Background: an optimization exercise with open tools, aiming at small area, a short achievable clock period and few clock cycles. Do not read the settings as production practice.
Where RTL was checked, it was by simulation tests only, not by an equivalence proof against the original.
No activity file was given, so power comes from the tool's default toggle rates.

// raycast_column_texture_walker_core
module raycast_column_texture_walker_core #(
  parameter int FRAC_BITS = 16
) (
  input  logic                             clk,
  input  logic                             rst_n,
  input  logic                             cfg_valid,
  output logic                             cfg_ready,
  input  logic [rctw_pkg::CFG_IDX_W-1:0]   cfg_index,
  input  logic [rctw_pkg::CFG_DATA_W-1:0]  cfg_data,
  input  logic                             in_tvalid,
  output logic                             in_tready,
  input  logic [rctw_pkg::IN_TDATA_W-1:0]  in_tdata,
  input  logic                             in_tuser,
  output logic                             out_tvalid,
  input  logic                             out_tready,
  output logic [rctw_pkg::OUT_TDATA_W-1:0] out_tdata,
  output logic [rctw_pkg::OUT_TUSER_W-1:0] out_tuser,
  output logic                             out_tlast
);
export LEC_CHECK = 0
export CAP_MARGIN = 20
export CORE_MARGIN = 2
export CORE_UTILIZATION = 60
export CTS_BUF_LIST = sky130_fd_sc_hd__clkbuf_8
export CTS_CLUSTER_SIZE = 20
export SLEW_MARGIN = 20
create_clock -name core_clock -period 10.0 [get_ports {clk}]
standard.sh (not shown) runs the stock make flow with config.mk's settings and CLKGATE_MAP_FILE= SYNTH_SCRIPT=/design/flow/synth_recipe.tcl, a recipe that flattens the netlist after the stock synthesis.
==> flow/flow/run.sh <==
#!/bin/bash
set -euo pipefail
MARGIN=$(cat flow/margin.txt)
sed -E "s/ SETUP_SLACK_MARGIN=[^ ]*//; s/CLKGATE_MAP_FILE= /CLKGATE_MAP_FILE= SETUP_SLACK_MARGIN=$MARGIN /" standard.sh > standard_margin.sh
grep -q "SETUP_SLACK_MARGIN=$MARGIN " standard_margin.sh
bash standard_margin.sh synth > make_synth.log 2>&1
bash standard_margin.sh finish > make_finish.log 2>&1
test -s out/final.def
==> flow/flow/margin.txt <==
6.5
The first run went through all stages and came out clean.
Then changed:
- CORE_UTILIZATION: 60 -> 70
- CTS_BUF_LIST: sky130_fd_sc_hd__clkbuf_8 -> not set
- CTS_CLUSTER_SIZE: 20 -> not set
Effect: The changed run finished clean. Maximum frequency came out higher by 2.3%. Global-route usage is higher by 6.0 points. Combinational power climbs by about 6%. Register-to-register slack got worse by 170 ps. Utilization rose by 13 points. Critical path depth is unchanged.
Function was not checked in any run of this note: the RTL went through the layout flow alone.


raycast_column_texture_walker_core, a different RTL version from the one above (not shown whole).
Size: ~450 flip-flops, ~270 I/O pins, ~29,000 um2 of cells after synthesis.
export LEC_CHECK = 0
export CAP_MARGIN = 20
export CORE_MARGIN = 2
export CORE_UTILIZATION = 60
export SLEW_MARGIN = 20
create_clock -name core_clock -period 10.0 [get_ports {clk}]
==> flow/flow/margin.txt <==
7
Scripts as last shown in full above: flow/flow/run.sh
Rerun with:
==> flow/flow/margin.txt (replaced) <==
6.5
Effect: Final area drops by 7.7%; combinational power drops by about 24%; worst setup slack improves by 0.12 ns; utilization drops by 6.5 points; clock-buffer cell count drops by 6; via count drops by 9.6%; global-route usage drops by 3.7 points; total power drops by about 12%; maximum frequency climbs by about 2.8%; critical path depth drops by 1; flip-flop and latch count does not change.
Rerun with:
==> flow/run.sh (new file) <==
#!/bin/bash
# synth_recipe.tcl (not shown) runs the flow's synth.tcl, then flattens the netlist and writes it again
# the make line also repeats each setting of config.mk as NAME=value (left out here)
make -C /OpenROAD-flow-scripts/flow DESIGN_CONFIG=/design/flow/config.mk WORK_HOME=/design/flow/orfs CLKGATE_MAP_FILE= SYNTH_SCRIPT=/design/flow/synth_recipe.tcl finish
SETUP_SLACK_MARGIN = 5   (was not set)
removed: flow/flow/run.sh
removed: flow/flow/margin.txt
removed: flow/standard.sh
The changed run went through all stages and came out clean.
Power goes down by 10%.
Final cell count came out lower by 4.6%.
Utilization is lower by 8.8 points.
First-iteration DRC count came out lower by 29%.
Clock power came out lower by about 7%.
Synthesized area is unchanged.
No run of this note included a check of the RTL's function; only the layout flow was run.


the baseline:
raycast_column_texture_walker_core, a different RTL version from the one above (not shown whole).
Size in the first run: about 3,000 cells after synthesis, about 460 flip-flops, ~270 I/O pins, roughly 27,000 µm² of cells after synthesis.
clock: 10.0 ns
lec_check: 0
cap_margin: 20
core_margin: 2
core_utilization: 60
slew_margin: 20
==> flow/flow/run.sh <==
#!/bin/bash
# Standard layout (the standard.sh: standard synthesis, ORFS floorplan to
# finish, same SDC), with two make settings added on its command line:
#  * BUFFER_PORTS_ARGS from flow/ports.txt: the cell buffer_ports puts on every
#    input and output port (it still buffers every port).
# Each make run's full output goes to its own log here.
set -euo pipefail
MARGIN=$(cat flow/margin.txt)
PORTBUF=$(cat flow/ports.txt)
sed -E "s/ SETUP_SLACK_MARGIN=[^ ]*//; s/CLKGATE_MAP_FILE= /CLKGATE_MAP_FILE= SETUP_SLACK_MARGIN=$MARGIN 'BUFFER_PORTS_ARGS=-buffer_cell $PORTBUF' /" standard.sh > standard_margin.sh
grep -q "SETUP_SLACK_MARGIN=$MARGIN " standard_margin.sh
bash standard_margin.sh synth > make_synth.log 2>&1
bash standard_margin.sh finish > make_finish.log 2>&1
test -s out/final.def
==> flow/flow/margin.txt <==
6.3
==> flow/flow/ports.txt <==
sky130_fd_sc_hd__buf_2
Testbench counts of the baseline, summed over its fixed seeds: cycles 27,984.
What the candidate does differently from the baseline at the input level:
==> flow/flow/margin.txt <==
6.8
Notes after the runs:
Total power for the candidate: about 6% up relative to the baseline
Comparing the baseline and the candidate, the higher layout-stage area growth over the synthesis result was measured on the candidate.
The routed wire length in the candidate was higher than what the baseline gave.


Another version of the RTL of raycast_column_texture_walker_core (not shown whole).
Size in the first run: roughly 480 flip-flops, ~270 I/O pins.
==> flow/design.v (excerpt) <==
module raycast_column_texture_walker_core #(
  parameter int FRAC_BITS = 16
) (
  input  logic                             clk,
  input  logic                             rst_n,
  input  logic                             cfg_valid,
  output logic                             cfg_ready,
  input  logic [rctw_pkg::CFG_IDX_W-1:0]   cfg_index,
  input  logic [rctw_pkg::CFG_DATA_W-1:0]  cfg_data,
  input  logic                             in_tvalid,
  output logic                             in_tready,
  input  logic [rctw_pkg::IN_TDATA_W-1:0]  in_tdata,
  input  logic                             in_tuser,
  output logic                             out_tvalid,
  input  logic                             out_tready,
  output logic [rctw_pkg::OUT_TDATA_W-1:0] out_tdata,
  output logic [rctw_pkg::OUT_TUSER_W-1:0] out_tuser,
  output logic                             out_tlast
);
==> flow/config.mk <==
export PLATFORM = sky130hd
export DESIGN_NAME = raycast_column_texture_walker_core
export DESIGN_NICKNAME = raycast_column_texture_walker_core
export VERILOG_FILES = /design/flow/design.v
export SDC_FILE = /design/flow/constraint.sdc
export NUM_CORES = 4
export LEC_CHECK = 0
export CAP_MARGIN = 20
export CORE_MARGIN = 2
export CORE_UTILIZATION = 60
export SLEW_MARGIN = 20
==> flow/constraint.sdc <==
create_clock -name core_clock -period 10.0 [get_ports {clk}]
set_input_delay 2.0000 -clock core_clock [delete_from_list [all_inputs] [get_ports {clk}]]
set_output_delay 2.0000 -clock core_clock [all_outputs]
set_load 0.01 [all_outputs]
==> flow/flow/run.sh <==
#!/bin/bash
set -euo pipefail
MARGIN=$(cat flow/margin.txt)
sed -E "s/ SETUP_SLACK_MARGIN=[^ ]*//; s/CLKGATE_MAP_FILE= /CLKGATE_MAP_FILE= SETUP_SLACK_MARGIN=$MARGIN /" standard.sh > standard_margin.sh
grep -q "SETUP_SLACK_MARGIN=$MARGIN " standard_margin.sh
bash standard_margin.sh synth > make_synth.log 2>&1
bash standard_margin.sh finish > make_finish.log 2>&1
test -s out/final.def
==> flow/flow/margin.txt <==
6.8
Edit:
==> flow/flow/margin.txt (replaced) <==
6.5
What happened: The changed run finished with timing, DRC and antenna clean. Die area is unchanged. Global-route usage hardly moves. Synthesized area does not change. Count of clock-buffer cells in the layout falls by 1. Via count falls by 2.1%. Register-to-register slack degrades by 0.03 ns. Design area falls by about 4%. Setup slack degrades by 0.035 ns. Wire length falls by about 1.6%.
No run of this note included a check of the RTL's function; only the layout flow was run.

re-timing with driven ports:
How much do the figures lean on ideal ports? The routed layouts below were timed once more, with nothing changed but the port constraints.
Step 1 (the two cells are an assumption about what drives the block):
set clk [get_ports {clk}]
set_driving_cell -lib_cell sky130_fd_sc_hd__clkbuf_16 $clk
set_driving_cell -lib_cell sky130_fd_sc_hd__buf_2 [delete_from_list [all_inputs] $clk]
Step 2 adds t to the input delays and takes it off the output delays; t is the mean of the earliest and latest rising clock arrival at the registers after step 1. Input paths then give back, and output paths get back, about the clock's delay inside the block.
a / b / c = no drivers / after step 1 / after step 2; a / b = the first two.
run	t, ns	setup WS [ns]	worst setup path at the end
the first run of note 1	0.719	6.173 / 6.116 / 5.840	input to register
the second run of note 1	0.649	6.260 / 6.202 / 5.933	input to register
the first run of note 2	0.680	5.667 / 5.667 / 5.581	input to register
the second run of note 2	0.665	5.783 / 5.783 / 5.783	register to register
the third run of note 2	0.651	5.179 / 5.179 / 4.715	input to register
the baseline	0.651	6.356 / 6.297 / 5.741	input to register
the candidate	0.667	6.360 / 6.299 / 6.179	input to register
the first run of note 4	0.684	6.446 / 6.446 / 6.000	input to register
the second run of note 4	0.666	6.411 / 6.411 / 5.891	input to register
After both steps setup and hold are still met in every run listed. The setup slack of the baseline, which loses most, moves by -0.059 ns with the drivers and by -0.615 ns with both steps.
